Background: an optimization exercise with open tools, aiming at small area, a short achievable clock period and few clock cycles per item. Do not read the settings as production practice. In this exercise RTL edits were held to simulation tests only and were not proved equivalent to the original. The clock port is modelled as an ideal driver; clocking choices that lean on that would not hold on a real chip. No activity file was given, so power comes from the tool's default toggle rates.

==> flow/design.v <==
package pcf_pkg;
  localparam int TABLE_ENTRIES_DEF = 32;
  localparam int CMD_W  = 1;
  localparam int IDX_IN_W = 5;
  localparam int KEY_W  = 8;
  localparam int HOLD_W = 16;
  localparam int TIME_W = 48;
  localparam int CFG_W  = 6;
  localparam int IDX_EXT_W = 9;
  localparam int NEED_W = 26;
  localparam logic [NEED_W-1:0] US_PER_MS = NEED_W'(1000);
  localparam logic [CMD_W-1:0] CMD_LOAD  = 1'b0;
  localparam logic [CMD_W-1:0] CMD_PRESS = 1'b1;
  typedef struct packed {
    logic [HOLD_W-1:0] hold;
    logic [TIME_W-1:0] stamp;
  } pcf_record_t;
  localparam int REC_W = HOLD_W + TIME_W;
  typedef struct packed {
    logic done;
    logic pass;
  } pcf_verdict_t;
endpackage
import pcf_pkg::*;
module pcf_code_cam #(
  parameter int DEPTH = 32
) (
  input  logic             clk,
  input  logic [KEY_W-1:0] key,
  input  logic [DEPTH-1:0] write,
  output logic [DEPTH-1:0] match
);
  logic [KEY_W-1:0] codes [DEPTH];
  always_ff @(posedge clk) begin
    for (int j = 0; j < DEPTH; j++) begin
      if (write[j]) begin
        codes[j] <= key;
      end
    end
  end
  always_comb begin
    for (int j = 0; j < DEPTH; j++) begin
      match[j] = (codes[j] == key);
    end
  end
endmodule
module pcf_ram #(
  parameter int DEPTH = 32
) (
  input  logic              clk,
  input  logic [DEPTH-1:0]  rd_sel,
  input  logic [DEPTH-1:0]  stamp_we,
  input  logic [DEPTH-1:0]  hold_we,
  input  logic [HOLD_W-1:0] hold_in,
  input  logic [TIME_W-1:0] time_in,
  output logic [HOLD_W-1:0] hold_out,
  output logic [TIME_W-1:0] stamp_out
);
  logic [HOLD_W-1:0] holds  [DEPTH];
  logic [TIME_W-1:0] stamps [DEPTH];
  always_ff @(posedge clk) begin
    for (int j = 0; j < DEPTH; j++) begin
      if (stamp_we[j]) begin
        stamps[j] <= time_in;
      end
      if (hold_we[j]) begin
        holds[j] <= hold_in;
      end
    end
  end
  always_comb begin
    hold_out  = '0;
    stamp_out = '0;
    for (int j = 0; j < DEPTH; j++) begin
      hold_out  = hold_out  | (holds[j]  & {HOLD_W{rd_sel[j]}});
      stamp_out = stamp_out | (stamps[j] & {TIME_W{rd_sel[j]}});
    end
  end
endmodule
import pcf_pkg::*;
module pcf_hold_check (
  input  logic              clk,
  input  logic [TIME_W-1:0] now,
  input  logic [TIME_W-1:0] stamp,
  input  logic [HOLD_W-1:0] hold,
  output logic              pass
);
  localparam int HI_W = TIME_W - NEED_W;
  localparam int Q_W  = NEED_W - 3;
  logic [NEED_W-1:0] now_lo, stamp_lo;
  logic [HI_W-1:0]   now_hi, stamp_hi;
  assign {now_hi, now_lo}     = now;
  assign {stamp_hi, stamp_lo} = stamp;
  logic [HI_W-1:0] x, y;
  logic            eq0, eq1;
  assign x = now_hi;
  assign y = ~stamp_hi;
  always_comb begin
    eq0 = (now_hi == stamp_hi);
    eq1 = !(x[0] ^ y[0]);
    for (int i = 1; i < HI_W; i++) begin
      eq1 = eq1 && ((x[i] ^ y[i]) == (x[i-1] | y[i-1]));
    end
  end
  logic [NEED_W:0] diff_lo;
  assign diff_lo = {1'b0, now_lo} - {1'b0, stamp_lo};
  logic              borrow_1, eq0_1, eq1_1;
  logic [Q_W-1:0]    e8_1;
  logic [HOLD_W+1:0] hold3_1;
  logic [HOLD_W-1:0] hold_1;
  always_ff @(posedge clk) begin
    borrow_1     <= diff_lo[NEED_W];
    eq0_1        <= eq0;
    eq1_1        <= eq1;
    e8_1         <= diff_lo[NEED_W-1:3];
    hold3_1      <= {2'b00, hold} + {1'b0, hold, 1'b0};
    hold_1       <= hold;
  end
  logic           hi_differs_2;
  logic [Q_W-1:0] e8_2;
  logic [Q_W-1:0] need8_2;
  always_ff @(posedge clk) begin
    hi_differs_2 <= borrow_1 ? !eq1_1 : !eq0_1;
    e8_2         <= e8_1;
    need8_2      <= {hold_1, 7'b0} - {{(Q_W-HOLD_W-2){1'b0}}, hold3_1};
  end
  assign pass = hi_differs_2 || (e8_2 >= need8_2);
endmodule
import pcf_pkg::*;
module per_key_chatter_filter_top (
  input  logic                clk,
  input  logic                rst,
  input  logic                cfg_wr_en,
  input  logic [CFG_W-1:0]    cfg_wr_data,
  input  logic                in_valid,
  output logic                in_ready,
  input  logic [CMD_W-1:0]    command,
  input  logic [IDX_IN_W-1:0] entry_index,
  input  logic [KEY_W-1:0]    key_code,
  input  logic [HOLD_W-1:0]   hold_off_ms,
  input  logic [TIME_W-1:0]   time_us,
  output logic                out_valid,
  input  logic                out_ready,
  output logic                pass_event,
  output logic                key_matched
);
  localparam int N     = TABLE_ENTRIES_DEF;
  localparam int FIFO_D = 5;
  localparam int CAP   = FIFO_D + 1;
  logic accept;
  assign accept = in_valid && in_ready && !rst;
  logic [CFG_W-1:0] entries_in_use;
  logic [N-1:0]     in_range;
  always_ff @(posedge clk) begin
    if (rst) begin
      entries_in_use <= '0;
    end else if (cfg_wr_en) begin
      entries_in_use <= cfg_wr_data;
    end
  end
  always_comb begin
    for (int j = 0; j < N; j++) begin
      in_range[j] = entries_in_use[CFG_W-1] || (CFG_W'(j) < entries_in_use);
    end
  end
  logic              is_load;
  logic [N-1:0]      idx_oh;
  logic [N-1:0]      match;
  logic [N-1:0]      first;
  logic [N-1:0]      code_we;
  assign is_load = (command == CMD_LOAD);
  always_comb begin
    logic seen;
    seen = 1'b0;
    for (int j = 0; j < N; j++) begin
      idx_oh[j]  = (entry_index == IDX_IN_W'(j));
      code_we[j] = accept && is_load && idx_oh[j];
      first[j]   = match[j] && !seen && in_range[j];
      seen       = seen || match[j];
    end
  end
  pcf_code_cam #(
    .DEPTH (N)
  ) u_cam (
    .clk      (clk),
    .key      (key_code),
    .write    (code_we),
    .match    (match)
  );
  logic              r_v;
  logic              r_load;
  logic              r_any;
  logic [N-1:0]      r_sel;
  logic [TIME_W-1:0] r_time;
  logic [HOLD_W-1:0] r_hold_rd;
  logic [TIME_W-1:0] r_stamp_rd;
  always_ff @(posedge clk) begin
    r_v    <= accept;
    r_load <= is_load;
    r_any  <= |(match & in_range);
    r_sel  <= !accept ? '0 : is_load ? idx_oh : first;
    r_time <= time_us;
  end
  pcf_ram #(
    .DEPTH (N)
  ) u_rec (
    .clk       (clk),
    .rd_sel    (r_sel),
    .stamp_we  (r_sel),
    .hold_we   (code_we),
    .hold_in   (hold_off_ms),
    .time_in   (r_time),
    .hold_out  (r_hold_rd),
    .stamp_out (r_stamp_rd)
  );
  logic              v1_v, v1_load, v1_any;
  logic [HOLD_W-1:0] v1_hold;
  logic [TIME_W-1:0] v1_stamp;
  logic [TIME_W-1:0] v1_time;
  logic              v2_v, v2_load, v2_any;
  logic              v3_v, v3_load, v3_any;
  logic              v3_pass;
  always_ff @(posedge clk) begin
    v1_v     <= rst ? 1'b0 : r_v;
    v1_load  <= r_load;
    v1_any   <= r_any;
    v1_hold  <= r_hold_rd;
    v1_stamp <= r_stamp_rd;
    v1_time  <= r_time;
    v2_v     <= rst ? 1'b0 : v1_v;
    v2_load  <= v1_load;
    v2_any   <= v1_any;
    v3_v     <= rst ? 1'b0 : v2_v;
    v3_load  <= v2_load;
    v3_any   <= v2_any;
  end
  pcf_hold_check u_hold_check (
    .clk   (clk),
    .now   (v1_time),
    .stamp (v1_stamp),
    .hold  (v1_hold),
    .pass  (v3_pass)
  );
  logic res_pass, res_match;
  assign res_pass  = !v3_load && (!v3_any || v3_pass);
  assign res_match = !v3_load && v3_any;
  logic [1:0]                fifo [FIFO_D];
  logic [$clog2(FIFO_D)-1:0] f_rd, f_wr;
  logic [$clog2(FIFO_D):0]   f_cnt;
  logic                      out_free, f_empty, f_push, f_pop;
  logic [$clog2(CAP):0]      owed, owed_next;
  logic                      take;
  assign out_free = !out_valid || out_ready;
  assign f_empty  = (f_cnt == '0);
  assign f_pop    = out_free && !f_empty;
  assign f_push   = v3_v && !(out_free && f_empty);
  assign take     = out_valid && out_ready;
  always_ff @(posedge clk) begin
    if (f_push) begin
      fifo[f_wr] <= {res_pass, res_match};
    end
    if (out_free) begin
      if (!f_empty) begin
        {pass_event, key_matched} <= fifo[f_rd];
      end else begin
        {pass_event, key_matched} <= {res_pass, res_match};
      end
    end
    if (rst) begin
      out_valid <= 1'b0;
      f_rd      <= '0;
      f_wr      <= '0;
      f_cnt     <= '0;
    end else begin
      if (out_free) begin
        out_valid <= !f_empty || v3_v;
      end
      if (f_push) begin
        f_wr <= (f_wr == FIFO_D - 1) ? '0 : f_wr + 1'b1;
      end
      if (f_pop) begin
        f_rd <= (f_rd == FIFO_D - 1) ? '0 : f_rd + 1'b1;
      end
      f_cnt <= f_cnt + f_push - f_pop;
    end
  end
  assign owed_next = owed + accept - take;
  always_ff @(posedge clk) begin
    if (rst) begin
      owed     <= '0;
      in_ready <= 1'b1;
    end else begin
      owed     <= owed_next;
      in_ready <= (owed_next < CAP);
    end
  end
endmodule
==> flow/flow/run.sh <==
#!/bin/bash
# The standard layout (the standard.sh, standard synthesis unchanged), with extra
# setup-timing repair passes after clock tree synthesis (flow/post_cts.tcl, run through
# ORFS's POST_CTS_TCL hook), and buf_2 as the port buffer cell. The full output goes to standard.log in the work folder;
# ORFS keeps each step's own log under orfs/logs/.
set -euo pipefail
here="$(pwd)"
export POST_CTS_TCL="$here/flow/post_cts.tcl"
export BUFFER_PORTS_ARGS="-buffer_cell sky130_fd_sc_hd__buf_2"
bash standard.sh > "$here/standard.log" 2>&1
==> flow/flow/post_cts.tcl <==
# Extra setup repair after CTS: the single repair_timing call that cts.tcl makes stops
# early, and further calls keep improving the worst slack. Placement is legalized again
# afterwards, as cts.tcl does after its own repair.
puts "post-CTS: extra setup repair"
estimate_parasitics -placement
report_worst_slack -max
for {set i 0} {$i < 6} {incr i} {
  repair_timing -setup -setup_margin 2.6 -repair_tns 100
  report_worst_slack -max
}
detailed_placement
check_placement -verbose
estimate_parasitics -placement
report_worst_slack -max
==> flow/standard.sh <==
#!/bin/bash
# synth_recipe.tcl (not shown) runs the flow's synth.tcl, then flattens the netlist and writes it again
# the make line also repeats each setting of config.mk as NAME=value (left out here)
make -C /OpenROAD-flow-scripts/flow DESIGN_CONFIG=/design/flow/config.mk WORK_HOME=/design/flow/orfs CLKGATE_MAP_FILE= SYNTH_SCRIPT=/design/flow/synth_recipe.tcl "${@:-finish}"
==> flow/config.mk <==
export PLATFORM = sky130hd
export DESIGN_NAME = per_key_chatter_filter_top
export DESIGN_NICKNAME = per_key_chatter_filter_top
export VERILOG_FILES = /design/flow/design.v
export SDC_FILE = /design/flow/constraint.sdc
export NUM_CORES = 4
export LEC_CHECK = 0
export CAP_MARGIN = 20
export CORE_MARGIN = 2
export CORE_UTILIZATION = 60
export CTS_CLUSTER_DIAMETER = 90
export CTS_CLUSTER_SIZE = 27
export SETUP_SLACK_MARGIN = 2.3
export SLEW_MARGIN = 20
==> flow/constraint.sdc <==
create_clock -name core_clock -period 5.0 [get_ports {clk}]
set_input_delay 1.0000 -clock core_clock [delete_from_list [all_inputs] [get_ports {clk}]]
set_output_delay 1.0000 -clock core_clock [all_outputs]
set_load 0.01 [all_outputs]
==> summary.txt, run 1 <==
* Crit path max-delay family: simple AND/OR/NAND/NOR gates
* CP max FO at 24
* Relative max-transition margin at 21.6%
* # fillers at 10777
* Worst-Margin Slew at 1.18 ns
* Critical R2R Launch: u_cam.codes[0][1]
* Via density at 6.73
* Reg-to-Reg End: r_sel[12]
* EDFF count, synth at 2316
* Top cells by area in the synthesized netlist: edfxtp_1 (73%), dfxtp_1 (7.0%), a22oi_1 (6.0%)
* Final worst slack at 2.40 ns
* Hold WS at 0.317 ns
* DRT Pass-1 Iters at 5
* Pins Over Slew Limit at 0
* Post-synthesis instance total at 5461
* Placed inst area at 99500 um^2
* Total congestion overflow at 0
* Drt initial violations at 6969
* Pwr dens at 360 nW/um^2
* CP max stage cell: and4b_2
* Worst r2r path cells at 9
* Worst path cell trace: buf_12, xor2_1, nor4_4, a211o_1, and4bb_2, and4b_2, buf_4, nand2_2, or3_4, o32ai_1
* Top cell type's share of synthesized area at 72.6%
* CP max stage delay at 0.35 ns
* Largest net degree at the start of global routing at 84
* Final Cell Area at 105000 um^2
* RSZ-0062 raised after global routing: no
* Reg clk slew, reported paths at 0.10 ns
* Die H at 404 um
* Most numerous cell in the Yosys netlist: edfxtp_1
* Vias at 52684
* Setup Skew at 0.0352 ns
* Peak supply drop at 0.000350 V
* Syn_nets at 5664
* Detail Placement HPWL at 141 mm
* Core area at 159000 um^2
* Hold Crit Class: in2reg
* Fin crit share at 52.0%
* Clk Latency, worst-skew pair at 0.79 ns
* Worst Setup SP: key_code[1]
* Setup crit end: r_sel[12]
* CTS tree: done
* Min Clock Period, post-route at 2.60 ns
* Port bufs at 92
* Layout Nets at 5857
* CP endpoint kind: register
* Async set-or-reset flop fraction in the synthesized netlist at 0%
* Mean Syn Cell Area at 17.5 um^2
* Vias in the first global route at 50686
* Global-route wire length before repair at 372 mm
* Drt total wl at 261 mm
* Drt wl/cell at 33.3 um
* Reg2Reg Setup Slack at 2.42 ns
* Yosys warns at 7
* Leakage power at 0.0340 uW
* Initial cell density of the core at 60.4%
* Worst Path Buf+Inv at 2
* CP Data Required Time at 5.69 ns
* Share of cells above drive strength 1 at 12.1%
* Io pins at 93
* DRC at 0
* Crit path depth at 10
* Full die area at 163000 um^2
* #FFs+latches synth at 2651
* CP Launch Type: input port
* Final estimated routing congestion in global placement at 0.868
* Die W at 404 um
* Gr usage total at 32.0%
* Max_cap viols at 0
* Synth unique cells at 72
* Antenna violations before repair at 14
* Most used DFF post-synth: edfxtp_1
* Top cells by instance count after synthesis: edfxtp_1 (2316), a22oi_1 (768), dfxtp_1 (335)
* Cell taking the most area after synthesis: edfxtp_1
* Worst slack, placed at 1.16 ns
* Routed Antenna Nets at 0
* Num rows at 146
* Highest Clock Rate at 0.384 GHz
* Synthesis-to-finish area growth at 9.88%
* Run status: complete, no violations
* Syn Std Cell Area at 95800 um^2
* Setup CP Type: in2reg
* Final Hold Fails at 0
* Endpoints failing setup at 0
* Sink Count at 2651
* Setup TNS at 0 ns
* Post-synthesis sequential area ratio at 79.6%
* Crit path DAT at 3.29 ns
[worst min-delay path by stage]
stage                                      from                     to  slack [ns]  cells past startpoint
after floorplan            u_hold_check.e8_1[0]   u_hold_check.e8_2[0]        0.31                      0
after global placement    u_hold_check.e8_1[10]  u_hold_check.e8_2[10]        0.31                      0
after detailed placement  u_hold_check.e8_1[14]  u_hold_check.e8_2[14]        0.31                      0
after global routing                time_us[36]             r_time[36]        0.27                      1
final                               time_us[28]             r_time[28]        0.32                      1
[per-stage QoR]
| stage | util, % | std cells | power, uW |
|---|---|---|---|
| floorplan | - | 5461 | 26400 |
| detailed placement | 62.8 | 7488 | 27100 |
| global placement | 62.8 | 7488 | 27100 |
| global route | 66.4 | 7827 | 39000 |
| finish | 66.4 | 7833 | 37900 |
[area by class of cell]
class / instances / area, um^2 / share of cell area [%]
multi-input cells: 2419 / 18700 / 17.8
well taps: 2072 / 2590 / 2.46
flip-flops and latches: 2651 / 76400 / 72.6
diodes: 8 / 20.0 / 0.0190
clock buffers: 195 / 3200 / 3.04
clock inverters: 17 / 143 / 0.135
repair buffers: 350 / 3790 / 3.60
inverters: 121 / 454 / 0.431
[per-layer routing]
metal	up-vias	track usage, %	wire, um
li1	22310	-	-
met1	27473	47.7	110000
met2	2507	49.3	120000
met3	382	5.01	23000
met4	12	9.43	8730
met5	-	0	80
[state kept, by name (all words and copies together), names as in the netlist, 3 cells and up, named ones only]
name / cells
entries_in_use: 6
fifo: 10
f_rd: 3
owed: 4
u_hold_check.hold_1: 15
f_wr: 3
v1_time: 48
u_cam.codes: 256
r_time: 48
u_hold_check.need8_2: 23
u_hold_check.e8_2: 23
u_hold_check.e8_1: 23
f_cnt: 4
v1_hold: 16
u_rec.holds: 512
r_sel: 32
v1_stamp: 48
u_hold_check.hold3_1: 18
u_rec.stamps: 1536
[power breakdown]
| group | switching [uW] | total, uW | internal (uW) |
|---|---|---|---|
| Clock | 6560 | 11000 | 4440 |
| Sequential | 387 | 24800 | 24400 |
| Combinational | 1200 | 2120 | 912 |
[placed cells by master (no fill, tap or decap), types with 13 or more instances in the layout]
cell type and n:
o21ai_0 25, nor2b_1 17, nand2_1 72, nor4_1 42, inv_1 115, clkbuf_1 78
dfxtp_2 23, o22ai_1 13, dfxtp_1 278, buf_4 150, edfxtp_1 2316, buf_6 23
dfxtp_4 34, a21oi_1 42, or4_1 64, nor2_4 38, nor3_1 24, nand4_1 169
nand3_1 148, buf_12 63, a21o_1 20, buf_2 84, xnor2_1 158, a221oi_1 127
a22oi_1 767, clkbuf_16 126, a22o_1 128, xor2_1 170, nor2_1 87, ha_1 101
[logic make-up (layout without fill, tap and decap cells)]
kind of cell / Yosys count / after routing / synth area share, %
DFF: 2651 / 2651 / 79.6
AOI/OAI and AO/OA: 1210 / 1210 / 9.62
and+or+nand+nor: 744 / 750 / 4.28
buffers and inverters: 397 / 683 / 1.82
xor gates and xnor gates: 331 / 331 / 3.03
adders and majority gates: 114 / 114 / 1.51
muxes: 14 / 14 / 0.175
other: 0 / 8 / 0
Testbench counts, summed over its fixed seeds: cycles 16,040, items 16,000.
==> run 2: changes to the inputs <==
==> flow/flow/run.sh (replaced) <==
#!/bin/bash
# The standard layout (the standard.sh, standard synthesis unchanged), with extra
# setup-timing repair passes after clock tree synthesis and after global routing
# (flow/post_cts.tcl and flow/post_grt.tcl, run through ORFS's POST_CTS_TCL and
# POST_GLOBAL_ROUTE_TCL hooks), and buf_2 as the port buffer cell. The full output goes
# to standard.log in the work folder; ORFS keeps each step's own log under orfs/logs/.
set -euo pipefail
here="$(pwd)"
export POST_CTS_TCL="$here/flow/post_cts.tcl"
export POST_GLOBAL_ROUTE_TCL="$here/flow/post_grt.tcl"
export BUFFER_PORTS_ARGS="-buffer_cell sky130_fd_sc_hd__buf_2"
bash standard.sh > "$here/standard.log" 2>&1
==> flow/flow/post_grt.tcl (new file) <==
# Extra setup repair after global routing, on global-route parasitics, as
# global_route.tcl does for its own single repair_timing call: legalize, route the
# changed nets incrementally, and write the route guides again for detailed routing.
puts "post-GRT: extra setup repair"
estimate_parasitics -global_routing
report_worst_slack -max
for {set i 0} {$i < 4} {incr i} {
  repair_timing -setup -setup_margin 2.6 -repair_tns 100
  report_worst_slack -max
}
repair_timing -hold -hold_margin 0
global_route -start_incremental
detailed_placement
global_route -end_incremental -congestion_report_file $::env(REPORTS_DIR)/congestion_post_extra_repair.rpt
check_placement -verbose
estimate_parasitics -global_routing
report_worst_slack -max
report_worst_slack -min
write_guides $::env(RESULTS_DIR)/route.guide
--- a/flow/config.mk
+++ b/flow/config.mk
@@ -8,7 +8,7 @@
 export CAP_MARGIN = 20
 export CORE_MARGIN = 2
 export CORE_UTILIZATION = 60
-export CTS_CLUSTER_DIAMETER = 90
-export CTS_CLUSTER_SIZE = 27
-export SETUP_SLACK_MARGIN = 2.3
+export CTS_CLUSTER_DIAMETER = 80
+export CTS_CLUSTER_SIZE = 24
+export SETUP_SLACK_MARGIN = 2.6
 export SLEW_MARGIN = 20
==> run 2 against run 1 <==
  * Critical path type unchanged
  * Largest cell class unchanged
  * Sequential power about the same
  * Total power increased by 4.4%
  * Largest power group unchanged
  * Worst setup slack got worse by 0.067 ns
  * Non-clock buffer count increased by 49
  * Sequential share of layout area decreased by 1.3 points
==> summary.txt, run 2 <==
* Final estimated routing congestion in global placement at 0.865
* Total congestion overflow at 0
* Crit path DAT at 3.34 ns
* Hold Crit Class: in2reg
* Global-route wire length before repair at 371 mm
* CP Launch Type: input port
* Drt wl/cell at 34.0 um
* Initial cell density of the core at 60.4%
* Endpoints failing setup at 0
* Pins Over Slew Limit at 0
* Detail Placement HPWL at 136 mm
* CP Data Required Time at 5.68 ns
* CP max stage delay at 0.36 ns
* #FFs+latches synth at 2651
* Layout Nets at 5932
* Top Registers: u_rec.stamps (1536), u_rec.holds (512), u_cam.codes (256)
* EDFF count, synth at 2316
* DRT Pass-1 Iters at 6
* CP max FO at 25
* Vias at 53712
* Synth unique cells at 72
* Top cells by area in the synthesized netlist: edfxtp_1 (73%), dfxtp_1 (7.0%), a22oi_1 (6.0%)
* Setup TNS at 0 ns
* Drt initial violations at 7724
* Fin crit share at 53.4%
* Commonest non-fill, non-tap cell in the layout: edfxtp_1
* Top cell type's share of synthesized area at 72.6%
* Syn Std Cell Area at 95800 um^2
* DRC at 0
* Post-synthesis instance total at 5461
* Leakage power at 0.0349 uW
* Core area at 159000 um^2
* Num rows at 146
* Setup CP Type: in2reg
* Fin util at 67.6%
* Die W at 404 um
* Via density at 6.78
* Highest Clock Rate at 0.375 GHz
* Max FFs per register at 1536
* Hold WS at 0.300 ns
* Port bufs at 92
* Yosys warns at 7
* CP max stage cell: or2_4
* Crit path max-delay family: simple AND/OR/NAND/NOR gates
* Post-synthesis sequential area ratio at 79.6%
* Final Hold Fails at 0
* Die H at 404 um
* Drt total wl at 269 mm
* CTS tree: done
* Worst-Margin Slew at 1.15 ns
* Top cells by instance count after synthesis: edfxtp_1 (2316), a22oi_1 (768), dfxtp_1 (335)
* Reg clk slew, reported paths at 0.09 ns
* Top reg by flops: u_rec.stamps
* Worst Path Buf+Inv at 2
* # fillers at 10547
* Most numerous cell in the Yosys netlist: edfxtp_1
* Vias in the first global route at 50967
* CP endpoint kind: register
* Syn_nets at 5664
* Full die area at 163000 um^2
* Mean Syn Cell Area at 17.5 um^2
* Peak supply drop at 0.000360 V
* Largest net degree at the start of global routing at 87
* Worst path cell trace: clkbuf_4, or2_4, a211o_1, and4bb_1, and4b_2, buf_6, nand3_4, nor3_4, nand2_2, o32ai_2
* Routed Antenna Nets at 0
* Sink Count at 2651
* Pwr dens at 369 nW/um^2
* Synthesis-to-finish area growth at 11.9%
* Highest-count cells in the layout ignoring fill and taps: edfxtp_1 (2316), a22oi_1 (768), dfxtp_1 (280), buf_4 (180), nand4_1 (169)
* Relative max-transition margin at 23.2%
* Setup Skew at 0.0397 ns
* Max_cap viols at 0
* Min Clock Period, post-route at 2.67 ns
* Gr usage total at 31.8%
* Clk Latency, worst-skew pair at 0.81 ns
* Share of cells above drive strength 1 at 14.6%
* Most used DFF post-synth: edfxtp_1
* Io pins at 93
* Run status: complete, no violations
* Async set-or-reset flop fraction in the synthesized netlist at 0%
* Cell taking the most area after synthesis: edfxtp_1
* Antenna violations before repair at 18
[run 2: worst reg2reg max path, cell delays in order, from the launching register on]
cell      delay [ns]
edfxtp_1        0.43
xor2_2          0.22
nor4_4          0.12
a211o_1         0.30
and4bb_1        0.30
and4b_2         0.33
buf_6           0.14
nand3_4         0.09
nor3_4          0.18
nand2_2         0.13
o32ai_2         0.28
[run 2: per-stage QoR]
step	std cells	power, uW	setup WS (ns)	instance area [um^2]
after floorplan	5461	26500	1.94	96400
after global placement	7480	27100	0.989	99500
after detailed placement	7481	27200	0.883	99600
final	7920	39600	2.33	107000
[run 2: cells by family (layout without fill, tap and decap cells)]
logic type      Yosys count  in the layout  synth area share [%]
flops                  2651           2651                  79.6
other cells               0              7                     0
xor+xnor                331            331                  3.03
fa+ha+maj               114            114                  1.51
buf+inv                 397            769                  1.82
compound gates         1210           1210                  9.62
mux                      14             14                 0.175
simple gates            744            752                  4.28
[run 2: where the power goes]
| part | internal [uW] | switching (uW) |
|---|---|---|
| clock network | 5560 | 6920 |
| logic | 1050 | 1280 |
| registers | 24400 | 384 |
| total | 31000 | 8580 |
[run 2: worst paths after layout]
check | depth (start not counted) | slack, ns | from | end
setup reg to reg | 10 | 2.35 | u_cam.codes[0][4] | r_sel[25]
setup / recovery | 10 | 2.33 | rst | r_sel[25]
hold / removal | 1 | 0.30 | time_us[29] | r_time[29]
hold reg to reg | 0 | 0.33 | u_hold_check.e8_1[5] | u_hold_check.e8_2[5]
[run 2: final cells by class]
type,instances,area [um^2],area share (%)
inverter,121,457,0.426
sequential,2651,76400,71.3
antenna,7,17.5,0.0163
multi-input combinational,2421,19200,17.9
clock inverter,36,359,0.335
clock buffer,213,3840,3.58
tap,2072,2590,2.42
timing repair buffer,399,4330,4.03
[run 2: layer usage]
layer | up-vias | global-route usage (%) | routed length [um]
li1 | 22492 | - | -
met3 | 494 | 4.91 | 25700
met1 | 27890 | 48.1 | 112000
met2 | 2832 | 48.8 | 122000
met5 | - | 0 | 26
met4 | 4 | 8.97 | 9280
==> run 3: changes to the inputs <==
--- a/flow/config.mk
+++ b/flow/config.mk
@@ -7,7 +7,7 @@
 export LEC_CHECK = 0
 export CAP_MARGIN = 20
 export CORE_MARGIN = 2
-export CORE_UTILIZATION = 60
+export CORE_UTILIZATION = 70
 export CTS_CLUSTER_DIAMETER = 80
 export CTS_CLUSTER_SIZE = 24
 export SETUP_SLACK_MARGIN = 2.6
==> run 3 against run 2 <==
  * Synthesized cell count is the same
  * Worst setup slack got worse by 0.021 ns
  * Clock-buffer cell count rose by 4
  * Area after synthesis unchanged
  * Critical path depth up 1
  * Clock power decreased by 4%
  * Sequential share of layout area rose by 0.74 points
==> summary.txt, run 3 <==
* Antenna violations before repair at 16
* CP max FO at 33
* Drt total wl at 255 mm
* Worst-Margin Slew at 1.12 ns
* CP endpoint kind: register
* Reg clk slew, reported paths at 0.09 ns
* Peak supply drop at 0.000414 V
* Total power at 39100 uW
* Yosys warns at 7
* Io pins at 93
* Post-synthesis sequential area ratio at 79.6%
* Setup Skew at 0.0250 ns
* Top Registers: u_rec.stamps (1536), u_rec.holds (512), u_cam.codes (256)
* Die H at 374 um
* Hold WS at 0.293 ns
* Pwr dens at 368 nW/um^2
* Crit path DAT at 3.40 ns
* Share of cells above drive strength 1 at 13.8%
* Highest-count cells in the layout ignoring fill and taps: edfxtp_1 (2316), a22oi_1 (768), dfxtp_1 (276), xor2_1 (173), nand4_1 (169)
* Port bufs at 92
* Fin crit share at 53.8%
* Highest Clock Rate at 0.372 GHz
* Setup CP Type: in2reg
* Most used DFF post-synth: edfxtp_1
* Top cell type's share of synthesized area at 72.6%
* Top cells by instance count after synthesis: edfxtp_1 (2316), a22oi_1 (768), dfxtp_1 (335)
* Critical R2R Launch: u_cam.codes[0][1]
* Post-synthesis instance total at 5461
* Hold path cells at 1
* CP max stage cell: or4_4
* CP max stage delay at 0.45 ns
* Top cells by area in the synthesized netlist: edfxtp_1 (73%), dfxtp_1 (7.0%), a22oi_1 (6.0%)
* CTS tree: done
* Full die area at 140000 um^2
* Setup TNS at 0 ns
* Cell taking the most area after synthesis: edfxtp_1
* Via density at 7.11
* Placed inst area at 99100 um^2
* Drt initial violations at 7663
* Pins Over Slew Limit at 0
* Global-route wire length before repair at 359 mm
* Min Clock Period, post-route at 2.69 ns
* Max FFs per register at 1536
* Syn Std Cell Area at 95800 um^2
* Num rows at 135
* Most numerous cell in the Yosys netlist: edfxtp_1
* DRT Pass-1 Iters at 6
* Largest net degree at the start of global routing at 90
* Leakage power at 0.0344 uW
* Reg-to-Reg End: r_sel[31]
* Initial cell density of the core at 70.7%
* Synthesis-to-finish area growth at 10.8%
* Die W at 374 um
* Max_cap viols at 0
* Detail Placement HPWL at 132 mm
* Async set-or-reset flop fraction in the synthesized netlist at 0%
* Worst path most repeated cell: nand2_1
* Commonest non-fill, non-tap cell in the layout: edfxtp_1
* Footprint of the multi-input gates at 19200 um^2
* EDFF count, synth at 2316
* #FFs+latches synth at 2651
* CP Data Required Time at 5.71 ns
* Routed Antenna Nets at 0
* Worst Setup SP: key_code[1]
* Gr usage total at 35.7%
* Final Hold Fails at 0
* Endpoints failing setup at 0
* Worst r2r path cells at 10
* Drt wl/cell at 33.6 um
* Sink Count at 2651
* Run status: complete, no violations
* Register area at 76400 um^2
* Worst path cell trace: buf_2, buf_6, xor2_1, nor4_1, nand2_1, nand2_1, nor4_4, nand3_4, or4_4, nand2b_4, o22ai_1
* Syn_nets at 5664
* Total congestion overflow at 0
* Reg2Reg Setup Slack at 2.36 ns
* Layout Nets at 5903
* # fillers at 7343
* Vias at 54060
* CP Launch Type: input port
* Vias in the first global route at 51606
* Hold path start: time_us[24]
* Core area at 136000 um^2
* Clk Latency, worst-skew pair at 0.80 ns
* Relative max-transition margin at 25.2%
* Fin util at 78.3%
* DRC at 0
* Synth unique cells at 72
* Mean Syn Cell Area at 17.5 um^2
* Top reg by flops: u_rec.stamps
* Final estimated routing congestion in global placement at 0.899
* Worst hold path endpoint: r_time[24]
* Hold Crit Class: in2reg
* Final Cell Area at 106000 um^2
-- run 3: cell counts after synthesis --
No cell type changed its count.
-- run 3: power breakdown --
part / internal [uW] / switching (uW) / total [uW]
Clock: 5390 / 6650 / 12000
Combinational: 1010 / 1250 / 2260
Sequential: 24400 / 395 / 24800
-- run 3: logic make-up after synthesis --
logic type / Yosys count / synth area share, %
multiplexers: 14 / 0.175
flip-flops: 2651 / 79.6
adder cells (fa/ha/maj): 114 / 1.51
XOR/XNOR: 331 / 3.03
AND/OR/NAND/NOR: 744 / 4.28
AO/OA/AOI/OAI: 1210 / 9.62
buffers and inverters: 397 / 1.82
-- run 3: worst max-delay path by stage --
stage                 to  slack (ns)  cells after the start
2_1_floorplan  r_sel[31]        1.94                     11
3_5_place_dp   r_sel[23]        1.05                     11
3_3_place_gp   r_sel[25]        1.07                     11
6_report       r_sel[31]        2.31                     11
-- run 3: metal layers --
layer | vias up | track usage [%] | share of wire (%)
met1 | 27519 | 52.3 | 38
li1 | 22420 | - | -
met2 | 3544 | 55.3 | 46
met3 | 573 | 6.64 | 11
met5 | - | 0 | 0.013
met4 | 4 | 12.1 | 4.0
-- run 3: worst max-delay path, delay by kind of cell --
family,cells,cell delay [ns]
xor+xnor,1,0.20
compound gates,1,0.09
simple gates,7,1.62
buf+inv,2,0.47
-- run 3: final cells by class --
cell class | instances | share of cell area [%]
well taps | 1781 | 2.10
repair buffers | 366 | 3.55
inverters | 121 | 0.433
diodes | 9 | 0.0212
clock inverters | 26 | 0.285
flip-flops and latches | 2651 | 72.0
multi-input cells | 2429 | 18.1
clock buffers | 217 | 3.52
-- run 3: through the flow --
step	worst slack (ns)	cells
2_1_floorplan	1.94	5461
3_3_place_gp	1.07	7176
3_5_place_dp	1.05	7176
6_report	2.31	7600
==> run 4: changes to the inputs <==
--- a/flow/design.v
+++ b/flow/design.v
@@ -102,26 +102,37 @@
       eq1 = eq1 && ((x[i] ^ y[i]) == (x[i-1] | y[i-1]));
     end
   end
-  logic [NEED_W:0] diff_lo;
-  assign diff_lo = {1'b0, now_lo} - {1'b0, stamp_lo};
-  logic              borrow_1, eq0_1, eq1_1;
-  logic [Q_W-1:0]    e8_1;
+  localparam int H_W = NEED_W / 2;
+  localparam int U_W = NEED_W - H_W;
+  logic [H_W:0] diff_a;
+  logic [U_W:0] diff_b;
+  assign diff_a = {1'b0, now_lo[H_W-1:0]} - {1'b0, stamp_lo[H_W-1:0]};
+  assign diff_b = {1'b0, now_lo[NEED_W-1:H_W]} - {1'b0, stamp_lo[NEED_W-1:H_W]};
+  logic              eq0_1, eq1_1;
+  logic [H_W-4:0]    diff_a_1;
+  logic              borrow_a_1;
+  logic [U_W:0]      diff_b_1;
   logic [HOLD_W+1:0] hold3_1;
   logic [HOLD_W-1:0] hold_1;
   always_ff @(posedge clk) begin
-    borrow_1     <= diff_lo[NEED_W];
-    eq0_1        <= eq0;
-    eq1_1        <= eq1;
-    e8_1         <= diff_lo[NEED_W-1:3];
-    hold3_1      <= {2'b00, hold} + {1'b0, hold, 1'b0};
-    hold_1       <= hold;
-  end
+    eq0_1      <= eq0;
+    eq1_1      <= eq1;
+    diff_a_1   <= diff_a[H_W-1:3];
+    borrow_a_1 <= diff_a[H_W];
+    diff_b_1   <= diff_b;
+    hold3_1    <= {2'b00, hold} + {1'b0, hold, 1'b0};
+    hold_1     <= hold;
+  end
+  logic [U_W-1:0] upper;
+  logic           borrow;
+  assign upper  = diff_b_1[U_W-1:0] - {{(U_W-1){1'b0}}, borrow_a_1};
+  assign borrow = diff_b_1[U_W] || (borrow_a_1 && (diff_b_1[U_W-1:0] == '0));
   logic           hi_differs_2;
   logic [Q_W-1:0] e8_2;
   logic [Q_W-1:0] need8_2;
   always_ff @(posedge clk) begin
-    hi_differs_2 <= borrow_1 ? !eq1_1 : !eq0_1;
-    e8_2         <= e8_1;
+    hi_differs_2 <= borrow ? !eq1_1 : !eq0_1;
+    e8_2         <= {upper, diff_a_1};
     need8_2      <= {hold_1, 7'b0} - {{(Q_W-HOLD_W-2){1'b0}}, hold3_1};
   end
   assign pass = hi_differs_2 || (e8_2 >= need8_2);
@@ -145,7 +156,7 @@
   output logic                key_matched
 );
   localparam int N     = TABLE_ENTRIES_DEF;
-  localparam int FIFO_D = 5;
+  localparam int FIFO_D = 6;
   localparam int CAP   = FIFO_D + 1;
   logic accept;
   assign accept = in_valid && in_ready && !rst;
@@ -164,19 +175,12 @@
     end
   end
   logic              is_load;
-  logic [N-1:0]      idx_oh;
   logic [N-1:0]      match;
-  logic [N-1:0]      first;
   logic [N-1:0]      code_we;
   assign is_load = (command == CMD_LOAD);
   always_comb begin
-    logic seen;
-    seen = 1'b0;
     for (int j = 0; j < N; j++) begin
-      idx_oh[j]  = (entry_index == IDX_IN_W'(j));
-      code_we[j] = accept && is_load && idx_oh[j];
-      first[j]   = match[j] && !seen && in_range[j];
-      seen       = seen || match[j];
+      code_we[j] = accept && is_load && (entry_index == IDX_IN_W'(j));
     end
   end
   pcf_code_cam #(
@@ -187,6 +191,33 @@
     .write    (code_we),
     .match    (match)
   );
+  logic                p_v;
+  logic                p_load;
+  logic [N-1:0]        p_match;
+  logic [IDX_IN_W-1:0] p_idx;
+  logic [HOLD_W-1:0]   p_hold;
+  logic [TIME_W-1:0]   p_time;
+  logic [N-1:0]        p_idx_oh;
+  logic [N-1:0]        p_first;
+  logic [N-1:0]        hold_we;
+  always_ff @(posedge clk) begin
+    p_v     <= accept;
+    p_load  <= is_load;
+    p_match <= match & in_range;
+    p_idx   <= entry_index;
+    p_hold  <= hold_off_ms;
+    p_time  <= time_us;
+  end
+  always_comb begin
+    logic seen;
+    seen = 1'b0;
+    for (int j = 0; j < N; j++) begin
+      p_idx_oh[j] = (p_idx == IDX_IN_W'(j));
+      hold_we[j]  = p_v && p_load && p_idx_oh[j];
+      p_first[j]  = p_match[j] && !seen;
+      seen        = seen || p_match[j];
+    end
+  end
   logic              r_v;
   logic              r_load;
   logic              r_any;
@@ -195,11 +226,11 @@
   logic [HOLD_W-1:0] r_hold_rd;
   logic [TIME_W-1:0] r_stamp_rd;
   always_ff @(posedge clk) begin
-    r_v    <= accept;
-    r_load <= is_load;
-    r_any  <= |(match & in_range);
-    r_sel  <= !accept ? '0 : is_load ? idx_oh : first;
-    r_time <= time_us;
+    r_v    <= rst ? 1'b0 : p_v;
+    r_load <= p_load;
+    r_any  <= |p_match;
+    r_sel  <= !p_v ? '0 : p_load ? p_idx_oh : p_first;
+    r_time <= p_time;
   end
   pcf_ram #(
     .DEPTH (N)
@@ -207,8 +238,8 @@
     .clk       (clk),
     .rd_sel    (r_sel),
     .stamp_we  (r_sel),
-    .hold_we   (code_we),
-    .hold_in   (hold_off_ms),
+    .hold_we   (hold_we),
+    .hold_in   (p_hold),
     .time_in   (r_time),
     .hold_out  (r_hold_rd),
     .stamp_out (r_stamp_rd)
==> flow/flow/run.sh (replaced) <==
#!/bin/bash
# The standard layout (the standard.sh, standard synthesis unchanged), with extra
# setup-timing repair passes after clock tree synthesis (flow/post_cts.tcl, run through
# ORFS's POST_CTS_TCL hook), and buf_2 as the port buffer cell. The full output goes to standard.log in the work folder;
# ORFS keeps each step's own log under orfs/logs/.
set -euo pipefail
here="$(pwd)"
export POST_CTS_TCL="$here/flow/post_cts.tcl"
export BUFFER_PORTS_ARGS="-buffer_cell sky130_fd_sc_hd__buf_2"
bash standard.sh > "$here/standard.log" 2>&1
--- a/flow/config.mk
+++ b/flow/config.mk
@@ -7,8 +7,8 @@
 export LEC_CHECK = 0
 export CAP_MARGIN = 20
 export CORE_MARGIN = 2
-export CORE_UTILIZATION = 70
-export CTS_CLUSTER_DIAMETER = 80
-export CTS_CLUSTER_SIZE = 24
-export SETUP_SLACK_MARGIN = 2.6
+export CORE_UTILIZATION = 60
+export CTS_CLUSTER_DIAMETER = 90
+export CTS_CLUSTER_SIZE = 27
+export SETUP_SLACK_MARGIN = 2.3
 export SLEW_MARGIN = 20
removed: flow/flow/post_grt.tcl
==> run 4 against run 3 <==
  * Still clean
  * Die area increased by 19%
  * Critical path depth decreased by 8
  * Global-route usage fell by 5.9 points
  * Combinational power decreased by 19%
  * Via count is 3.5% lower
  * Final area fell by 0.55%
  * Clock skew rose by 0.0074 ns
  * Area after synthesis rose by 2.3%
  * Critical path type is now reg2reg
  * Largest power group unchanged
  * Highest routed layer is now met4
==> summary.txt, run 4 <==
* Setup Skew at 0.0324 ns
* Peak supply drop at 0.000372 V
* Vias at 52150
* CP Launch Type: register
* Post-synthesis mux area share at 0.148%
* Detail Placement HPWL at 137 mm
* Post-synthesis instance total at 5615
* Syn_nets at 5817
* Fraction of the mapped netlist area in adder cells at 1.47%
* DRT Pass-1 Iters at 8
* Fin util at 64.9%
* Most used DFF post-synth: edfxtp_1
* Final estimated routing congestion in global placement at 0.825
* Core area at 163000 um^2
* Hold WS at 0.294 ns
* CP max stage cell: dfxtp_1
* Yosys warns at 7
* Max FFs per register at 1536
* Layout Nets at 5896
* RSZ-0062 raised after global routing: no
* Worst-Margin Slew at 1.18 ns
* #FFs+latches synth at 2757
* Largest net degree at the start of global routing at 79
* Top cell type's share of synthesized area at 71.0%
* Num rows at 148
* Initial cell density of the core at 60.3%
* Synthesis-to-finish area growth at 7.68%
* Final Hold Fails at 0
* Highest Clock Rate at 0.412 GHz
* Xor/xnor share of the synthesized area at 3.05%
* Drt total wl at 251 mm
* Synth unique cells at 67
* CP max stage delay at 0.88 ns
* Die H at 408 um
* Min Clock Period, post-route at 2.43 ns
* Via density at 6.55
* Cell Count Post-Placement at 7743
* Cell taking the most area after synthesis: edfxtp_1
* Top reg by flops: u_rec.stamps
* Simple-gate share of the synthesized area at 4.30%
* Top Registers: u_rec.stamps (1536), u_rec.holds (512), u_cam.codes (256)
* Top cells by instance count after synthesis: edfxtp_1 (2318), a22oi_1 (764), dfxtp_1 (439)
* Post-synthesis sequential area ratio at 80.0%
* Highest-count cells in the layout ignoring fill and taps: edfxtp_1 (2318), a22oi_1 (764), dfxtp_1 (394), xnor2_1 (245), nand4_1 (182)
* Gr usage total at 29.8%
* Pwr dens at 368 nW/um^2
* Top cells by area in the synthesized netlist: edfxtp_1 (71%), dfxtp_1 (9.0%), a22oi_1 (5.9%)
* Routed Antenna Nets at 0
* Hold Crit Class: in2reg
* Worst path cell trace: a31oi_1, or4_1, nor4_1
* Pins Over Slew Limit at 0
* Full die area at 167000 um^2
* Most numerous cell in the Yosys netlist: edfxtp_1
* Crit path DAT at 3.13 ns
* Relative max-transition margin at 21.4%
* Clk Latency, worst-skew pair at 0.80 ns
* Setup TNS at 0 ns
* Mean Syn Cell Area at 17.5 um^2
* Io pins at 93
* Drt initial violations at 6989
* CP max FO at 15
* Share of cells above drive strength 1 at 8.44%
* Leakage power at 0.0338 uW
* Setup CP Type: reg2reg
* Largest family of logic cells by synthesized area: compound AO/OA/AOI/OAI gates
* Post-synthesis compound-gate area fraction at 9.47%
* Drt wl/cell at 31.5 um
* Async set-or-reset flop fraction in the synthesized netlist at 0%
* CP endpoint kind: register
* Fin crit share at 48.5%
* Non-filler cells, final at 7967
* Antenna violations before repair at 12
* Sink Count at 2757
* CTS tree: done
* Commonest non-fill, non-tap cell in the layout: edfxtp_1
* DRC at 0
* Endpoints failing setup at 0
* Port bufs at 92
* Total congestion overflow at 0
* CP Data Required Time at 5.70 ns
* Reg clk slew, reported paths at 0.10 ns
* Syn Std Cell Area at 98000 um^2
* Max_cap viols at 0
* Vias in the first global route at 50294
* EDFF count, synth at 2318
* Global-route wire length before repair at 360 mm
* Die W at 408 um
* Run status: complete, no violations
-- run 4: logic make-up after synthesis --
logic type                 after synthesis
adders and majority gates              113
muxes                                   12
AOI/OAI and AO/OA                     1212
buffers and inverters                  410
and+or+nand+nor                        770
DFF                                   2757
xor gates and xnor gates               341
-- run 4: report_power, final --
part,internal (uW),switching [uW],leakage [uW]
Combinational,777,1070,0.00773
Sequential,25300,481,0.0245
Clock,4480,6750,0.00161
-- run 4: routing by layer --
layer	track usage (%)	part of all wire, %
met2	46.9	47
met3	3.35	7.2
met5	0	0
met1	45.0	43
met4	7.80	2.9
-- run 4: path summary, 6_finish.rpt --
| check | slack (ns) | from | endpoint | depth (start not counted) |
|---|---|---|---|---|
| worst min-delay path | 0.29 | time_us[45] | p_time[45] | 1 |
| worst max-delay path | 2.57 | entries_in_use[3] | p_match[28] | 3 |
| worst min register to register | 0.33 | p_time[28] | r_time[28] | 0 |
| worst max register to register | 2.57 | entries_in_use[3] | p_match[28] | 3 |
-- run 4: final cells by class --
| class | instances | area (um^2) |
|---|---|---|
| tap | 2175 | 2720 |
| clock buffer | 197 | 3190 |
| clock inverter | 15 | 201 |
| sequential | 2757 | 78500 |
| antenna | 1 | 2.50 |
| timing repair buffer | 240 | 2100 |
| fill | 11456 | 57000 |
| inverter | 134 | 503 |
| multi-input combinational | 2448 | 18300 |
-- run 4: critical path, delay by kind of cell (launching register included) --
family          cells  cell delay [ns]
simple gates        2             0.91
flops               1             0.88
compound gates      1             0.54
-- run 4: stage by stage --
step | worst slack, ns | cell area (um^2) | total power, uW
2_1_floorplan | 2.37 | 98000 | 27300
3_3_place_gp | 1.94 | 102000 | 28100
3_5_place_dp | 1.90 | 102000 | 28100
5_1_grt | 2.39 | 106000 | 40000
6_report | 2.57 | 106000 | 38800
Testbench counts of run 4, summed over its fixed seeds: cycles 16,048, items 16,000.
==> run 5: changes to the inputs <==
==> flow/flow/run.sh (replaced) <==
#!/bin/bash
# The standard layout (the standard.sh, standard synthesis unchanged), with extra
# setup-timing repair passes after clock tree synthesis (flow/post_cts.tcl, run through
# ORFS's POST_CTS_TCL hook). The full output goes to standard.log in the work folder;
# ORFS keeps each step's own log under orfs/logs/.
set -euo pipefail
here="$(pwd)"
export POST_CTS_TCL="$here/flow/post_cts.tcl"
bash standard.sh > "$here/standard.log" 2>&1
--- a/flow/flow/post_cts.tcl
+++ b/flow/flow/post_cts.tcl
@@ -5,7 +5,7 @@
 estimate_parasitics -placement
 report_worst_slack -max
 for {set i 0} {$i < 6} {incr i} {
-  repair_timing -setup -setup_margin 2.6 -repair_tns 100
+  repair_timing -setup -setup_margin 2.8 -repair_tns 100
   report_worst_slack -max
 }
 detailed_placement
==> run 5 against run 4 <==
  * Non-clock buffer count up 98
  * Sequential power about the same
  * Utilization up 1.7 points
  * First-iteration DRC count up 16%
  * Sequential share of layout area down 1.9 points
  * Hold slack better by 0.040 ns
  * Clock power about the same
  * Critical path depth down 2
  * Still clean
  * Highest routed layer is now met5
  * Clock skew down 0.0056 ns
  * Via count up 3.7%
==> summary.txt, run 5 <==
* Cell taking the most area after synthesis: edfxtp_1
* Setup CP Type: reg2out
* Drt initial violations at 8110
* Vias at 54075
* Core area at 163000 um^2
* Vias in the first global route at 51451
* Yosys warns at 7
* Peak supply drop at 0.000351 V
* Worst r2r path cells at 4
* Full die area at 167000 um^2
* Port bufs at 92
* Total power at 39400 uW
* Hold path cells at 0
* Max FFs per register at 1536
* Fin crit share at 46.3%
* Top reg by flops: u_rec.stamps
* Final Hold Fails at 0
* Crit path depth at 1
* Post-synthesis sequential area ratio at 80.0%
* Global-route wire length before repair at 389 mm
* Initial cell density of the core at 60.3%
* Top cells by instance count after synthesis: edfxtp_1 (2318), a22oi_1 (764), dfxtp_1 (439)
* Worst path cell trace: clkbuf_2
* Layout Nets at 5996
* Highest Clock Rate at 0.432 GHz
* Pins Over Slew Limit at 0
* EDFF count, synth at 2318
* CP max stage cell: edfxtp_1
* Leakage power at 0.0347 uW
* Setup Skew at 0.0268 ns
* CTS tree: done
* DRT Pass-1 Iters at 6
* Synth unique cells at 67
* Worst-Margin Slew at 1.17 ns
* Non-filler cells, final at 8073
* Via density at 6.70
* Cell Count Post-Placement at 7743
* Worst Path Buf+Inv at 1
* Top Registers: u_rec.stamps (1536), u_rec.holds (512), u_cam.codes (256)
* Total congestion overflow at 0
* RSZ-0062 raised after global routing: no
* Largest net degree at the start of global routing at 72
* Max_cap viols at 0
* Routed Antenna Nets at 0
* Share of cells above drive strength 1 at 10.4%
* Highest-count cells in the layout ignoring fill and taps: edfxtp_1 (2318), a22oi_1 (764), dfxtp_1 (385), xnor2_1 (245), nand4_1 (182)
* Die W at 408 um
* Clk Latency, worst-skew pair at 0.78 ns
* Crit path max-delay family: flip-flops
* Relative max-transition margin at 21.9%
* Most numerous cell in the Yosys netlist: edfxtp_1
* DRC at 0
* Top cells by area in the synthesized netlist: edfxtp_1 (71%), dfxtp_1 (9.0%), a22oi_1 (5.9%)
* CP max stage delay at 0.39 ns
* Hold Crit Class: reg2reg
* Sink Count at 2757
* Drt wl/cell at 34.1 um
* Pwr dens at 363 nW/um^2
* Endpoints failing setup at 0
* Final estimated routing congestion in global placement at 0.822
* Setup TNS at 0 ns
* Async set-or-reset flop fraction in the synthesized netlist at 0%
* Commonest non-fill, non-tap cell in the layout: edfxtp_1
* Io pins at 93
* CP max FO at 1
* Antenna violations before repair at 10
* Reg clk slew, reported paths at 0.10 ns
* Top cell type's share of synthesized area at 71.0%
* Post-synthesis instance total at 5615
* Synthesis-to-finish area growth at 10.5%
* CP Data Required Time at 4.00 ns
* Crit path DAT at 1.32 ns
* Gr usage total at 32.8%
* Drt total wl at 275 mm
* Syn Std Cell Area at 98000 um^2
* Mean Syn Cell Area at 17.5 um^2
* #FFs+latches synth at 2757
* Detail Placement HPWL at 138 mm
* Syn_nets at 5817
* Most used DFF post-synth: edfxtp_1
* Min Clock Period, post-route at 2.32 ns
* CP endpoint kind: output port
* CP Launch Type: register
* Die H at 408 um
* Num rows at 148
* Run status: complete, no violations
[run 5: cell counts after synthesis]
No cell type changed its count.
[run 5: path summary, 6_finish.rpt]
| kind | endpoint | start | slack, ns |
|---|---|---|---|
| hold reg to reg | r_time[18] | p_time[18] | 0.33 |
| setup / recovery | key_matched | key_matched | 2.68 |
| setup reg to reg | u_rec.holds[17][11] | p_idx[0] | 2.74 |
| hold / removal | r_time[18] | p_time[18] | 0.33 |
[run 5: cell families (layout without fill, tap and decap cells)]
group	count (synthesis)	count (layout)	share of synthesized area (%)
AND/OR/NAND/NOR	770	770	4.30
buffers and inverters	410	687	1.59
other	0	6	0
AO/OA/AOI/OAI	1212	1212	9.47
XOR/XNOR	341	341	3.05
adder cells (fa/ha/maj)	113	113	1.47
multiplexers	12	12	0.148
flip-flops	2757	2757	80.0
[run 5: stage by stage]
stage | hold slack (ns) | setup slack (ns) | instance area (um^2) | util [%]
5_1_grt | 0.340 | 2.51 | 108000 | 66.6
2_1_floorplan | 0.310 | 2.37 | 98000 | -
6_report | 0.335 | 2.68 | 108000 | 66.6
3_3_place_gp | 0.310 | 1.37 | 102000 | 62.9
3_5_place_dp | 0.312 | 1.37 | 102000 | 62.9
[run 5: report_power, final]
| group | leakage, uW | internal, uW | switching, uW |
|---|---|---|---|
| clock network | 0.00167 | 4680 | 6810 |
| logic | 0.00850 | 902 | 1160 |
| registers | 0.0245 | 25300 | 513 |
[run 5: per-layer routing]
| metal | up-vias | routed length [um] | global-route usage (%) |
|---|---|---|---|
| li1 | 22767 | - | - |
| met1 | 28147 | 114000 | 48.9 |
| met2 | 2716 | 127000 | 51.4 |
| met3 | 439 | 24200 | 4.34 |
| met4 | 6 | 9560 | 9.40 |
| met5 | - | 34 | 0 |
[run 5: area by class of cell]
type,count,area [um^2]
antenna,6,15.0
clock buffer,200,3340
clock inverter,15,163
fill,11271,54300
inverter,134,503
multi-input combinational,2448,18900
sequential,2757,78500
tap,2175,2720
timing repair buffer,338,4130
==> run 6: changes to the inputs <==
--- a/flow/config.mk
+++ b/flow/config.mk
@@ -7,7 +7,7 @@
 export LEC_CHECK = 0
 export CAP_MARGIN = 20
 export CORE_MARGIN = 2
-export CORE_UTILIZATION = 60
+export CORE_UTILIZATION = 65
 export CTS_CLUSTER_DIAMETER = 90
 export CTS_CLUSTER_SIZE = 27
 export SETUP_SLACK_MARGIN = 2.3
==> run 6 against run 5 <==
  * Routed wire length decreased by 0.26%
  * Cell count decreased by 1.9%
  * Synthesized cell count unchanged
  * Sequential power about the same
  * Utilization increased by 5.5 points
  * Clock skew about the same
  * Non-clock buffer count increased by 10
  * Total power decreased by 1.1%
  * Sequential cell count unchanged
  * Combinational power decreased by 2%
  * Register-to-register slack got worse by 0.02 ns
  * Die area decreased by 7.6%
  * Critical path type unchanged
  * Largest cell class unchanged
  * Largest power group unchanged
  * Highest routed layer unchanged
==> summary.txt, run 6 <==
* Run status: complete, no violations
* Reg clk slew, reported paths at 0.10 ns
* Io pins at 93
* Top cells by instance count after synthesis: edfxtp_1 (2318), a22oi_1 (764), dfxtp_1 (439)
* Reg2Reg Setup Slack at 2.72 ns
* Worst path cell trace: clkbuf_2
* Mean Syn Cell Area at 17.5 um^2
* Crit path max-delay family: flip-flops
* Final estimated routing congestion in global placement at 0.839
* Full die area at 154000 um^2
* CP max stage cell: edfxtp_1
* Syn Std Cell Area at 98000 um^2
* Pins Over Slew Limit at 0
* Highest-count cells in the layout ignoring fill and taps: edfxtp_1 (2318), a22oi_1 (764), dfxtp_1 (390), xnor2_1 (245), nand4_1 (182)
* Async set-or-reset flop fraction in the synthesized netlist at 0%
* Die W at 392 um
* DRT Pass-1 Iters at 6
* Antenna violations before repair at 15
* Cell Count Post-Placement at 7577
* Reg-to-Reg End: v1_stamp[14]
* Share of cells above drive strength 1 at 10.1%
* Critical R2R Launch: r_sel[1]
* Global-route wire length before repair at 384 mm
* Gr usage total at 35.6%
* Port bufs at 92
* Top reg by flops: u_rec.stamps
* Worst hold path endpoint: r_time[30]
* CP Launch Type: register
* Largest net degree at the start of global routing at 58
* Hold path cells at 0
* Pwr dens at 360 nW/um^2
* Leakage power at 0.0347 uW
* Final Cell Area at 108000 um^2
* Setup Skew at 0.0264 ns
* Worst-Margin Slew at 1.16 ns
* Synthesis-to-finish area growth at 10.2%
* Cell taking the most area after synthesis: edfxtp_1
* Worst Path Buf+Inv at 1
* Peak supply drop at 0.000455 V
* Via density at 6.92
* Die H at 392 um
* CP max stage delay at 0.38 ns
* Vias at 54800
* Detail Placement HPWL at 134 mm
* Drt initial violations at 8093
* Sink Count at 2757
* CP max FO at 1
* Top Registers: u_rec.stamps (1536), u_rec.holds (512), u_cam.codes (256)
* Clk Latency, worst-skew pair at 0.79 ns
* Max FFs per register at 1536
* Core area at 150000 um^2
* Num rows at 142
* Endpoints failing setup at 0
* CTS tree: done
* Total power at 38900 uW
* Highest Clock Rate at 0.438 GHz
* Post-synthesis sequential area ratio at 80.0%
* Syn_nets at 5817
* Initial cell density of the core at 65.5%
* Vias in the first global route at 51388
* Final Hold Fails at 0
* Synth unique cells at 67
* CP Data Required Time at 4.00 ns
* Top cell type's share of synthesized area at 71.0%
* DRC at 0
* Commonest non-fill, non-tap cell in the layout: edfxtp_1
* Routed Antenna Nets at 0
* Setup CP Type: reg2out
* CP endpoint kind: output port
* Fin util at 72.1%
* Non-filler cells, final at 7918
* Min Clock Period, post-route at 2.28 ns
* Hold path start: p_time[30]
* Total congestion overflow at 0
* Placed inst area at 102000 um^2
* RSZ-0062 raised after global routing: no
* Worst r2r path cells at 5
* Most used DFF post-synth: edfxtp_1
* Hold Crit Class: reg2reg
* Top cells by area in the synthesized netlist: edfxtp_1 (71%), dfxtp_1 (9.0%), a22oi_1 (5.9%)
* EDFF count, synth at 2318
* Fin crit share at 45.6%
* Setup TNS at 0 ns
* Layout Nets at 6003
* #FFs+latches synth at 2757
* Yosys warns at 7
* Most numerous cell in the Yosys netlist: edfxtp_1
* Crit path DAT at 1.28 ns
* Drt total wl at 275 mm
* Relative max-transition margin at 22.7%
* Max_cap viols at 0
* Drt wl/cell at 34.7 um
* Post-synthesis instance total at 5615
[run 6: cell counts after synthesis]
No cell type changed its count.
[run 6: area by class of cell]
| class | count | area, um^2 |
|---|---|---|
| Sequential cell | 2757 | 78500 |
| Fill cell | 9316 | 41800 |
| Multi-Input combinational cell | 2448 | 18800 |
| Timing Repair Buffer | 348 | 4330 |
| Clock buffer | 203 | 3180 |
| Tap cell | 2016 | 2520 |
| Inverter | 134 | 503 |
| Clock inverter | 10 | 133 |
| Antenna cell | 2 | 5.00 |
[run 6: kinds of logic after synthesis]
kind of cell,count (synthesis),synth area share [%]
DFF,2757,80.0
AOI/OAI and AO/OA,1212,9.47
and+or+nand+nor,770,4.30
buffers and inverters,410,1.59
xor gates and xnor gates,341,3.05
adders and majority gates,113,1.47
muxes,12,0.148
[run 6: layer usage]
layer,track usage (%),share of wire [%]
met5,0,0.024
met3,6.03,11
met1,52.4,39
met4,13.1,4.2
met2,54.5,46
[run 6: worst max path at each step]
| stage | startpoint | to | slack, ns | cells after the start |
|---|---|---|---|---|
| final | pass_event | pass_event | 2.72 | 1 |
| after global placement | rst | u_cam.codes[30][2] | 1.30 | 6 |
| after floorplan | r_sel[18] | v1_stamp[37] | 2.37 | 6 |
| after detailed placement | rst | u_cam.codes[30][0] | 1.30 | 6 |
| after global routing | v1_time[13] | u_hold_check.diff_b_1[12] | 2.61 | 11 |
[run 6: stage by stage]
step           hold WS (ns)  worst slack, ns
2_1_floorplan         0.310             2.37
3_3_place_gp          0.310             1.30
3_5_place_dp          0.312             1.30
5_1_grt               0.339             2.61
6_report              0.334             2.72
[run 6: power by group]
part / switching, uW / internal, uW
registers: 497 / 25300
clock network: 6680 / 4430
logic: 1130 / 896
==> run 7: changes to the inputs <==
--- a/flow/flow/post_cts.tcl
+++ b/flow/flow/post_cts.tcl
@@ -5,7 +5,7 @@
 estimate_parasitics -placement
 report_worst_slack -max
 for {set i 0} {$i < 6} {incr i} {
-  repair_timing -setup -setup_margin 2.8 -repair_tns 100
+  repair_timing -setup -setup_margin 2.7 -repair_tns 100
   report_worst_slack -max
 }
 detailed_placement
--- a/flow/config.mk
+++ b/flow/config.mk
@@ -7,7 +7,7 @@
 export LEC_CHECK = 0
 export CAP_MARGIN = 20
 export CORE_MARGIN = 2
-export CORE_UTILIZATION = 65
+export CORE_UTILIZATION = 60
 export CTS_CLUSTER_DIAMETER = 90
 export CTS_CLUSTER_SIZE = 27
 export SETUP_SLACK_MARGIN = 2.3
==> run 7 against run 6 <==
  * Sequential power is essentially flat
  * Non-clock buffer count shrank 72
  * Total power grew 0.77%
  * Final area shrank 0.83%
  * First-iteration DRC count shrank 13%
  * Sequential cell count is the same
  * Area after synthesis is the same
  * Critical path type is now in2reg
  * Largest power group unchanged
==> summary.txt, run 7 <==
* Worst hold path endpoint: r_time[3]
* DRT Pass-1 Iters at 6
* Async set-or-reset flop fraction in the synthesized netlist at 0%
* Min Clock Period, post-route at 2.35 ns
* EDFF count, synth at 2318
* CP Launch Type: input port
* Pins Over Slew Limit at 0
* Top reg by flops: u_rec.stamps
* Initial cell density of the core at 60.3%
* Final Hold Fails at 0
* Most used DFF post-synth: edfxtp_1
* Die W at 408 um
* Fin crit share at 47.0%
* Top cells by area in the synthesized netlist: edfxtp_1 (71%), dfxtp_1 (9.0%), a22oi_1 (5.9%)
* Gr usage total at 31.0%
* Vias in the first global route at 50772
* Num rows at 148
* Global-route wire length before repair at 371 mm
* Commonest non-fill, non-tap cell in the layout: edfxtp_1
* Worst r2r path cells at 4
* Antenna violations before repair at 16
* Reg clk slew, reported paths at 0.10 ns
* Reg-to-Reg End: v1_stamp[39]
* CP endpoint kind: register
* Hold Crit Class: reg2reg
* Drt wl/cell at 32.5 um
* Drt total wl at 260 mm
* Max FFs per register at 1536
* Hold WS at 0.332 ns
* Sink Count at 2757
* Pwr dens at 366 nW/um^2
* Critical R2R Launch: r_sel[6]
* Post-synthesis sequential area ratio at 80.0%
* Peak supply drop at 0.000351 V
* #FFs+latches synth at 2757
* Hold path start: p_time[3]
* Setup Skew at 0.0241 ns
* Endpoints failing setup at 0
* Top cells by instance count after synthesis: edfxtp_1 (2318), a22oi_1 (764), dfxtp_1 (439)
* Setup CP Type: in2reg
* Core area at 163000 um^2
* Run status: complete, no violations
* Vias at 52918
* Most numerous cell in the Yosys netlist: edfxtp_1
* Full die area at 167000 um^2
* Relative max-transition margin at 21.1%
* Worst-Margin Slew at 1.18 ns
* Detail Placement HPWL at 138 mm
* Total congestion overflow at 0
* CP max FO at 3
* Drt initial violations at 7026
* Die H at 408 um
* RSZ-0062 raised after global routing: no
* Hold path cells at 0
* Cell taking the most area after synthesis: edfxtp_1
* Max_cap viols at 0
* Setup TNS at 0 ns
* Mean Syn Cell Area at 17.5 um^2
* Crit path max-delay family: adder cells
* Top cell type's share of synthesized area at 71.0%
* DRC at 0
* Clk Latency, worst-skew pair at 0.77 ns
* CTS tree: done
* Top Registers: u_rec.stamps (1536), u_rec.holds (512), u_cam.codes (256)
* Worst path cell trace: clkdlybuf4s50_1, inv_1, nand2_1, nand2_1, nand2_1, ha_1, inv_1, ha_1, inv_1, fa_1, xor2_1, nor2_1
* Synthesis-to-finish area growth at 9.27%
* Yosys warns at 7
* Post-synthesis instance total at 5615
* Largest net degree at the start of global routing at 72
* Via density at 6.61
* Worst Path Buf+Inv at 4
* Layout Nets at 5934
* CP max stage cell: clkdlybuf4s50_1
* CP max stage delay at 0.43 ns
* Syn_nets at 5817
* Reg2Reg Setup Slack at 2.66 ns
* Synth unique cells at 67
* CP Data Required Time at 5.67 ns
* Highest Clock Rate at 0.426 GHz
* Syn Std Cell Area at 98000 um^2
* # fillers at 11380
* Routed Antenna Nets at 0
* Final estimated routing congestion in global placement at 0.822
* Port bufs at 92
* Crit path DAT at 3.02 ns
* Share of cells above drive strength 1 at 8.71%
* Io pins at 93
* Leakage power at 0.0342 uW
* Highest-count cells in the layout ignoring fill and taps: edfxtp_1 (2318), a22oi_1 (764), dfxtp_1 (392), xnor2_1 (245), nand4_1 (182)
-- run 7: cell counts after synthesis --
No cell type changed its count.
-- run 7: through the flow --
stage / cell area, um^2 / setup slack [ns] / util [%] / cells / power [uW]
global route: 107000 / 2.48 / 65.9 / 8007 / 40300
floorplan: 98000 / 2.37 / - / 5615 / 27300
detailed placement: 102000 / 1.37 / 62.9 / 7743 / 28200
finish: 107000 / 2.65 / 65.9 / 8008 / 39200
global placement: 102000 / 1.37 / 62.9 / 7743 / 28100
-- run 7: worst max path at each step --
stage / start / end / slack (ns) / cells after the start
2_1_floorplan: r_sel[18] / v1_stamp[37] / 2.37 / 6
3_3_place_gp: rst / u_cam.codes[27][6] / 1.37 / 6
3_5_place_dp: rst / u_cam.codes[25][7] / 1.37 / 6
5_1_grt: v1_stamp[14] / u_hold_check.diff_b_1[11] / 2.48 / 10
6_report: out_ready / f_cnt[2] / 2.65 / 12
-- run 7: kinds of logic (layout without fill, tap and decap cells) --
group	Yosys count	count (layout)	synth area share [%]
other cells	0	3	0
simple gates	770	770	4.30
xor+xnor	341	341	3.05
fa+ha+maj	113	113	1.47
buf+inv	410	625	1.59
mux	12	12	0.148
compound gates	1212	1212	9.47
flops	2757	2757	80.0
-- run 7: per-layer routing --
metal  part of all wire (%)  vias to the layer above  global-route usage (%)
li1                       -                    22626                       -
met1                     42                    27595                    46.1
met2                     47                     2325                    48.8
met3                    8.0                      368                    4.25
met4                    3.1                        4                    8.40
met5                 0.0088                        -                       0
-- run 7: final cells by class --
class / instances / area [um^2] / area share (%)
Clock buffer: 200 / 3340 / 3.12
Clock inverter: 15 / 163 / 0.152
Multi-Input combinational cell: 2448 / 18600 / 17.4
Inverter: 134 / 503 / 0.470
Antenna cell: 3 / 7.51 / 0.00701
Sequential cell: 2757 / 78500 / 73.3
Tap cell: 2175 / 2720 / 2.54
Timing Repair Buffer: 276 / 3200 / 2.99
-- run 7: worst reg2reg max path, cell delays in order (launching register included) --
cell and delay, ns:
dfxtp_4 0.57, buf_12 0.35, a221oi_1 0.43, nand3_1 0.18, or4_1 0.65
-- run 7: power by group --
group | internal [uW] | switching (uW)
clock network | 4680 | 6770
logic | 843 | 1120
registers | 25300 | 510
total | 30800 | 8400

[separate check: timing with driven ports]
The results above use ideal ports. As a check the final layouts listed here were re-extracted and re-timed, cells and wires unchanged.
Step 1: set_driving_cell puts a clkbuf_16 on clk and a buf_2 on each other input, an assumption about the parent block.
Step 2 moves the port delays by t, midway between the first and last clock arrival at a register: inputs arrive t later, outputs are due t later. That takes back most of the time a late clock gives input paths.
Slacks: ideal ports / drivers / drivers and shift; pairs: ideal ports / drivers.
| run | shift t [ns] | slack for setup (ns) | worst slew at a driven data input, ns |
|---|---|---|---|
| run 1 | 0.861 | 2.398 / 2.318 / 1.457 | 0.20 |
| run 2 | 0.879 | 2.331 / 2.354 / 1.515 | 0.13 |
| run 3 | 0.871 | 2.311 / 2.358 / 1.493 | 0.16 |
| run 4 | 0.863 | 2.574 / 2.573 / 1.883 | 0.15 |
| run 5 | 0.861 | 2.685 / 2.591 / 2.006 | 0.12 |
| run 6 | 0.857 | 2.719 / 2.636 / 1.976 | 0.07 |
| run 7 | 0.844 | 2.652 / 2.609 / 1.862 | 0.12 |
After both steps every run listed still meets setup and hold. For run 1, which loses most, drivers alone change the setup slack by -0.080 ns; drivers and shift together by -0.941 ns.
